Source: an optimization exercise on an open RTL-to-GDS flow (aim: small area, a short achievable clock period and few clock cycles per item). Production flows keep margins and buffers that such runs may drop. Only simulation tests tie the RTL to the original design; equivalence was not proved. No activity file was given, so power comes from the tool's default toggle rates.

==> design/flow/run.sh <==
#!/bin/bash
# synth_recipe.tcl (not shown) runs the flow's synth.tcl, then flattens the netlist and writes it again
# the make line also repeats each setting of config.mk as NAME=value (left out here)
make -C /OpenROAD-flow-scripts/flow DESIGN_CONFIG=/design/flow/config.mk WORK_HOME=/design/flow/orfs CLKGATE_MAP_FILE= SYNTH_SCRIPT=/design/flow/synth_recipe.tcl finish
==> design/flow/constraint.sdc <==
create_clock -name core_clock -period 8.5 [get_ports {clk}]
set_input_delay 1.7000 -clock core_clock [delete_from_list [all_inputs] [get_ports {clk}]]
set_output_delay 1.7000 -clock core_clock [all_outputs]
set_load 0.01 [all_outputs]
==> design/flow/config.mk <==
export PLATFORM = sky130hd
export DESIGN_NAME = ex_muldiv_hilo
export DESIGN_NICKNAME = ex_muldiv_hilo
export VERILOG_FILES = /design/flow/design.v
export SDC_FILE = /design/flow/constraint.sdc
export NUM_CORES = 4
export LEC_CHECK = 0
export CAP_MARGIN = 20
export CORE_MARGIN = 2
export CORE_UTILIZATION = 40
export SLEW_MARGIN = 20
==> design/flow/design.v <==
module ex_muldiv_hilo #(
   parameter int WIDTH      = 32,
   parameter int MUL_CYCLES = 1
) (
   input  logic             clk,
   input  logic             reset,
   input  logic             pipe2_valid_in,
   input  logic [2:0]       md_op,
   input  logic [WIDTH-1:0] vsrc1,
   input  logic [WIDTH-1:0] vsrc2,
   input  logic             pipe2_flush,
   input  logic             pipe3_allow_in,
   output logic             pipe2_allow_in,
   output logic             md_busy,
   output logic [WIDTH-1:0] hi,
   output logic [WIDTH-1:0] lo
);
   localparam logic [1:0] S_IDLE = 2'd0, S_MUL = 2'd1, S_DIV = 2'd2, S_DONE = 2'd3;
   localparam logic [2:0] OP_MULT = 3'b001, OP_MULTU = 3'b010, OP_DIV = 3'b011,
                          OP_DIVU = 3'b100, OP_MTHI = 3'b101, OP_MTLO = 3'b110;
   logic [1:0]       state_q, state_d;
   logic [4:0]       count_q, count_d;
   logic [WIDTH-1:0] hi_q, hi_d, lo_q, lo_d;
   logic [WIDTH-1:0] opa_q, opa_d, opb_q, opb_d;       
   logic [WIDTH-1:0] quo_q, quo_d, rem_q, rem_d, dvs_q, dvs_d;
   logic             sgn_q, sgn_d, negq_q, negq_d, negr_q, negr_d, dvz_q, dvz_d;
   logic             long_op, is_mul, op_signed;
   logic [WIDTH-1:0] a_abs, b_abs;
   logic [2*WIDTH-1:0] ext_a, ext_b, prod;
   logic [WIDTH:0]   rem_sh, diff;
   logic [WIDTH-1:0] rem_n, quo_n, q_fix, r_fix;
   assign long_op   = pipe2_valid_in & ((md_op == OP_MULT) | (md_op == OP_MULTU) | (md_op == OP_DIV) | (md_op == OP_DIVU));
   assign is_mul    = (md_op == OP_MULT) | (md_op == OP_MULTU);
   assign op_signed = (md_op == OP_MULT) | (md_op == OP_DIV);
   assign a_abs     = (op_signed & vsrc1[WIDTH-1]) ? -vsrc1 : vsrc1;
   assign b_abs     = (op_signed & vsrc2[WIDTH-1]) ? -vsrc2 : vsrc2;
   assign ext_a = {{WIDTH{sgn_q & opa_q[WIDTH-1]}}, opa_q};
   assign ext_b = {{WIDTH{sgn_q & opb_q[WIDTH-1]}}, opb_q};
   assign prod  = ext_a * ext_b;
   assign rem_sh = {rem_q, quo_q[WIDTH-1]};
   assign diff   = rem_sh - {1'b0, dvs_q};
   assign rem_n  = diff[WIDTH] ? rem_sh[WIDTH-1:0] : diff[WIDTH-1:0];
   assign quo_n  = {quo_q[WIDTH-2:0], ~diff[WIDTH]};
   assign q_fix  = negq_q ? -quo_n : quo_n;
   assign r_fix  = negr_q ? -rem_n : rem_n;
   always_comb begin
      pipe2_allow_in = 1'b0;
      case (state_q)
         S_IDLE:  pipe2_allow_in = pipe2_flush | (pipe3_allow_in & ~long_op);
         S_MUL,
         S_DIV:   pipe2_allow_in = pipe2_flush;
         default: pipe2_allow_in = pipe2_flush | pipe3_allow_in;
      endcase
   end
   always_comb begin
      state_d = state_q;  count_d = count_q;
      hi_d    = hi_q;     lo_d    = lo_q;
      opa_d   = opa_q;    opb_d   = opb_q;   sgn_d  = sgn_q;
      quo_d   = quo_q;    rem_d   = rem_q;   dvs_d  = dvs_q;
      negq_d  = negq_q;   negr_d  = negr_q;  dvz_d  = dvz_q;
      case (state_q)
         S_IDLE: begin
            if (pipe2_flush) begin
               state_d = S_IDLE;
            end else if (long_op) begin
               state_d = is_mul ? S_MUL : S_DIV;
               count_d = '0;
               opa_d   = vsrc1;
               opb_d   = vsrc2;
               sgn_d   = op_signed;
               quo_d   = a_abs;
               rem_d   = '0;
               dvs_d   = b_abs;
               negq_d  = op_signed & (vsrc1[WIDTH-1] ^ vsrc2[WIDTH-1]);
               negr_d  = op_signed & vsrc1[WIDTH-1];
               dvz_d   = (vsrc2 == '0);
            end else if (pipe2_valid_in & pipe3_allow_in) begin
               if (md_op == OP_MTHI) hi_d = vsrc1;
               if (md_op == OP_MTLO) lo_d = vsrc1;
            end
         end
         S_MUL: begin
            if (pipe2_flush) begin
               state_d = S_IDLE;
            end else if (count_q == 5'(MUL_CYCLES-1)) begin
               hi_d    = prod[2*WIDTH-1:WIDTH];
               lo_d    = prod[WIDTH-1:0];
               state_d = S_DONE;
            end else begin
               count_d = count_q + 5'd1;
            end
         end
         S_DIV: begin
            if (pipe2_flush) begin
               state_d = S_IDLE;
            end else begin
               quo_d = quo_n;
               rem_d = rem_n;
               if (count_q == 5'(WIDTH-1)) begin
                  hi_d    = dvz_q ? opa_q : r_fix;
                  lo_d    = dvz_q ? '1 : q_fix;
                  state_d = S_DONE;
               end else begin
                  count_d = count_q + 5'd1;
               end
            end
         end
         default: begin
            if (pipe2_flush | pipe3_allow_in) state_d = S_IDLE;
         end
      endcase
   end
   always_ff @(posedge clk) begin
      if (reset) begin
         state_q <= S_IDLE;  count_q <= '0;
         hi_q    <= '0;      lo_q    <= '0;
         opa_q   <= '0;      opb_q   <= '0;  sgn_q  <= 1'b0;
         quo_q   <= '0;      rem_q   <= '0;  dvs_q  <= '0;
         negq_q  <= 1'b0;    negr_q  <= 1'b0; dvz_q <= 1'b0;
      end else begin
         state_q <= state_d; count_q <= count_d;
         hi_q    <= hi_d;    lo_q    <= lo_d;
         opa_q   <= opa_d;   opb_q   <= opb_d;  sgn_q  <= sgn_d;
         quo_q   <= quo_d;   rem_q   <= rem_d;  dvs_q  <= dvs_d;
         negq_q  <= negq_d;  negr_q  <= negr_d; dvz_q  <= dvz_d;
      end
   end
   assign md_busy = (state_q != S_IDLE);
   assign hi      = hi_q;
   assign lo      = lo_q;
endmodule
==> impl_results.md <==
* Vias at between 40000 and 50000
* Worst VDD drop at between 150 and 200 µV
* Post-synthesis mux area share at 0.00892
* Synth Net Count at 7810
* Initial core utilization at 0.402
* Chip height at around 370 µm
* Largest cells by area after synthesis: fa_1 (42%), dfxtp_1 (8.7%), inv_1 (8.4%)
* Port Buffer Count at between 100 and 150
* Sequential share of the synthesized area at 0.0875
* Total global routing overflow at 0
* WP data required at 8930 ps
* Post-synth EDFFs at 0
* # H-tree levels at 1
* Synth Register Bits at 234
* CTS tree: done
* Most used cell, CP: fa_1
* Worst slack, placed at -102 ps
* Antenna Violating Nets Remaining at 0
* Fmax achieved at 0.122 GHz
* Cells after synthesis at around 6400
* Internal reg-to-reg setup slack at between 200 and 300 ps
* Compound-Gate Fraction of Synth Area at 0.105
* Core area at 0.133 mm²
* Placed cell area at 0.0580 mm²
* First-pass GRT wire length at about 270000 µm
* Max Transition Viols Final at 0
* CP endpoint: hi_q[22]
* Final core utilization at 0.444
* Initial antenna violation count at 7
* Setup TNS at 0 ps
* Post-synth top area share at 0.421
* Total GRT Usage at 0.253
* Clk root buf: clkbuf_16
* Post-DP HPWL at 140000 µm
* Crit-path slowest cell: fa_2
* Final setup violation count at 0
* Reg2reg path depth at 28
* Layout net count at about 7800
* Post-Synth Adder-Cell Area at 0.480
* Num CTS Buffers at 27
* Final setup skew at ~23 ps
* XOR/XNOR Fraction of Synth Area at 0.0302
* Leading area contributor after synthesis: fa_1
* GP Congestion at between 0.9 and 1
* Minimum clock period at 8230 ps
* Outcome: complete, no violations
* First-iteration detailed-routing DRC count at approximately 3300
* Final Cycle Share at 0.968
* Slew @ Worst Pin at 1050 ps
* Largest net degree at the start of global routing at around 120
* Pwr Total at 3.97 mW
* Drt wl/cell at roughly 21 µm
* Top FF cell, synth: dfxtp_1
* Non-filler cells, final at between 8000 and 9000
* Syn Area/Cell at 8.43 µm²
* RSZ-0062 raised after global routing: yes
* Reg clk slew, reported paths at roughly 70 ps
* Deepest clock path buffer count at 3
* FF-to-FF End: hi_q[22]
* DRT Pass-1 Iters at 7
* Final wirelength at around 170000 µm
* Hold buffers post-CTS at 0
* Maxcap violations at 0
* Placed Cells incl. Taps at 8091
* Latest clock arrival within the worst-skew pair at about 600 ps
* Slew headroom at 0.289
* Pwr/cell area at about 67 mW/mm²
* Ys async rst share at 0
* Worst setup margin at roughly 270 ps
* Vias in the first global route at between 40000 and 50000
* Hold Vio Cnt, Final at 0
* Reg2reg start: sgn_q
* Area Growth Syn to Fin at 10.3%
* Setup crit start: sgn_q
* Vias per inst at between 5 and 6
* Worst Path Class, Setup: reg2reg
* Hold Crit Class: reg2reg
* Top post-synthesis cells by count: inv_1 (1199), fa_1 (1126), nand2_1 (1100)
* Syn Std Cell Area at approximately 0.054 mm²
* Hold_ws at between 400 and 500 ps
* Die width at between 300 and 400 µm
* Rows at 134
* Fin area at 0.0591 mm²
* CP peak stage delay at about 640 ps
* Share of cells above drive strength 1 at 0.0630
* CTS sink cnt at about 230
* Yosys cell types at 84
* Simple-Gate Fraction of Synth Area at 0.175
* Cell with the most instances after synthesis: inv_1
* Yosys warnings at 1
* Critical path fanouts, max at 21
* Die ar. at about 0.14 mm²
* Worst setup SP type: flop
* Critical path capture point type: flop
* IO Pins at about 140
* Worst Path Arrival at just under 9000 ps
* Leakage Power at ~27 nW
* DR DRC count at 0
* Largest family of logic cells by synthesized area: adder cells
==> worst min path at each step <==
stage | cells past startpoint | to | slack, ps | startpoint
6_report | 2 | lo_q[21] | 460 | lo_q[21]
3_5_place_dp | 2 | hi_q[7] | 450 | hi_q[7]
3_3_place_gp | 2 | dvs_q[26] | 440 | dvs_q[26]
5_1_grt | 2 | lo_q[13] | 480 | lo_q[13]
2_1_floorplan | 2 | dvs_q[26] | 430 | dvs_q[26]
4_1_cts | 2 | hi_q[7] | 460 | hi_q[7]
==> sequential cells by signal, summed over array words and instances (netlist names) <==
signal	flops
count_q	5
dvs_q	31
dvz_q	1
hi_q	32
lo_q	32
negq_q	1
negr_q	1
opa_q	32
opb_q	32
quo_q	32
rem_q	32
sgn_q	1
state_q	2
==> layer usage <==
layer | GRT usage | vias up | share of wire
met5 | 0 | - | 0
met2 | 0.436 | 1379 | 0.49
met4 | 0.0742 | 0 | 0.036
li1 | - | 19500 | -
met1 | 0.337 | 22500 | 0.41
met3 | 0.0235 | 277 | 0.057
==> where the power goes <==
group          switching (mW)  internal, mW  leakage (nW)  total (mW)
logic                    1.03         0.543          24.6        1.57
clock network           0.559         0.631         0.411        1.19
registers              0.0637          1.15          1.90        1.21
==> critical path: cells and delay by family, from the launching register on <==
family                     cells  cell delay, ps
adders and majority gates      9            4440
AOI/OAI and AO/OA              8            1630
buffers and inverters          7             880
and+or+nand+nor                3             690
DFF                            1             320
xor gates and xnor gates       1             100
==> kinds of logic (layout without fill, tap and decap cells) <==
family | count (synthesis) | count (layout)
and+or+nand+nor | 2054 | 2054
buffers and inverters | 1600 | 1619
adders and majority gates | 1381 | 1381
AOI/OAI and AO/OA | 859 | 859
DFF | 234 | 234
xor gates and xnor gates | 184 | 184
muxes | 45 | 45
other | 0 | 1
==> placed cells by master (no fill, tap or decap), types with 48 or more instances in the layout <==
master	netlist	routed
o21ai_0	151	147
nor3_1	53	52
xnor2_1	128	128
ha_1	255	248
and2_1	364	363
buf_12	0	48
inv_1	1199	1196
dfxtp_1	234	218
fa_1	1126	1123
nand2_1	1100	1097
buf_4	2	178
nor2_1	272	269
xor2_1	55	55
a211oi_1	52	50
a21oi_1	285	284
nand3_1	51	51
clkdlybuf4s50_1	0	136
==> repair_timing <==
action,4_1_cts,5_1_grt
gates resized for setup,4,59
cloned,0,1
pin swaps,0,10
setup endpoints to repair,4,22
buffers inserted,0,5
==> area by class of cell <==
| type | count | area (µm²) |
|---|---|---|
| well taps | 1768 | 2210 |
| clock buffers | 36 | 769 |
| flip-flops and latches | 234 | 4710 |
| fillers | 13200 | 74000 |
| multi-input cells | 4523 | 43000 |
| inverters | 1202 | 4520 |
| clock inverters | 11 | 62.6 |
| diodes | 1 | 2.50 |
| repair buffers | 370 | 3770 |
Testbench counts, summed over its fixed seeds: cycles 15,043, items 3,200.

-- separate check: timing with driven ports --
The results above use ideal ports. As a check the final layout listed here was re-extracted and re-timed, cells and wires unchanged. Step 1: set_driving_cell puts a clkbuf_16 on clk and a buf_2 on each other input, an assumption about the parent block. Step 2 moves the port delays by t, midway between the first and last clock arrival at a register: inputs arrive t later, outputs are due t later. That takes back most of the time a late clock gives input paths. Three values: ideal, step 1, step 2; two values: the first two.
t, ns: 0.647
setup slack, ns: 0.275 / 0.275 / 0.275
latest minus earliest clock arrival (ns): 0.023 / 0.023
slew at the worst register clock pin (ns): 0.07 / 0.07
pins driven straight from the clock port: 1
After both steps this run still meets setup and hold. For this run, drivers alone change the setup slack by 0.000 ns; drivers and shift together by 0.000 ns.
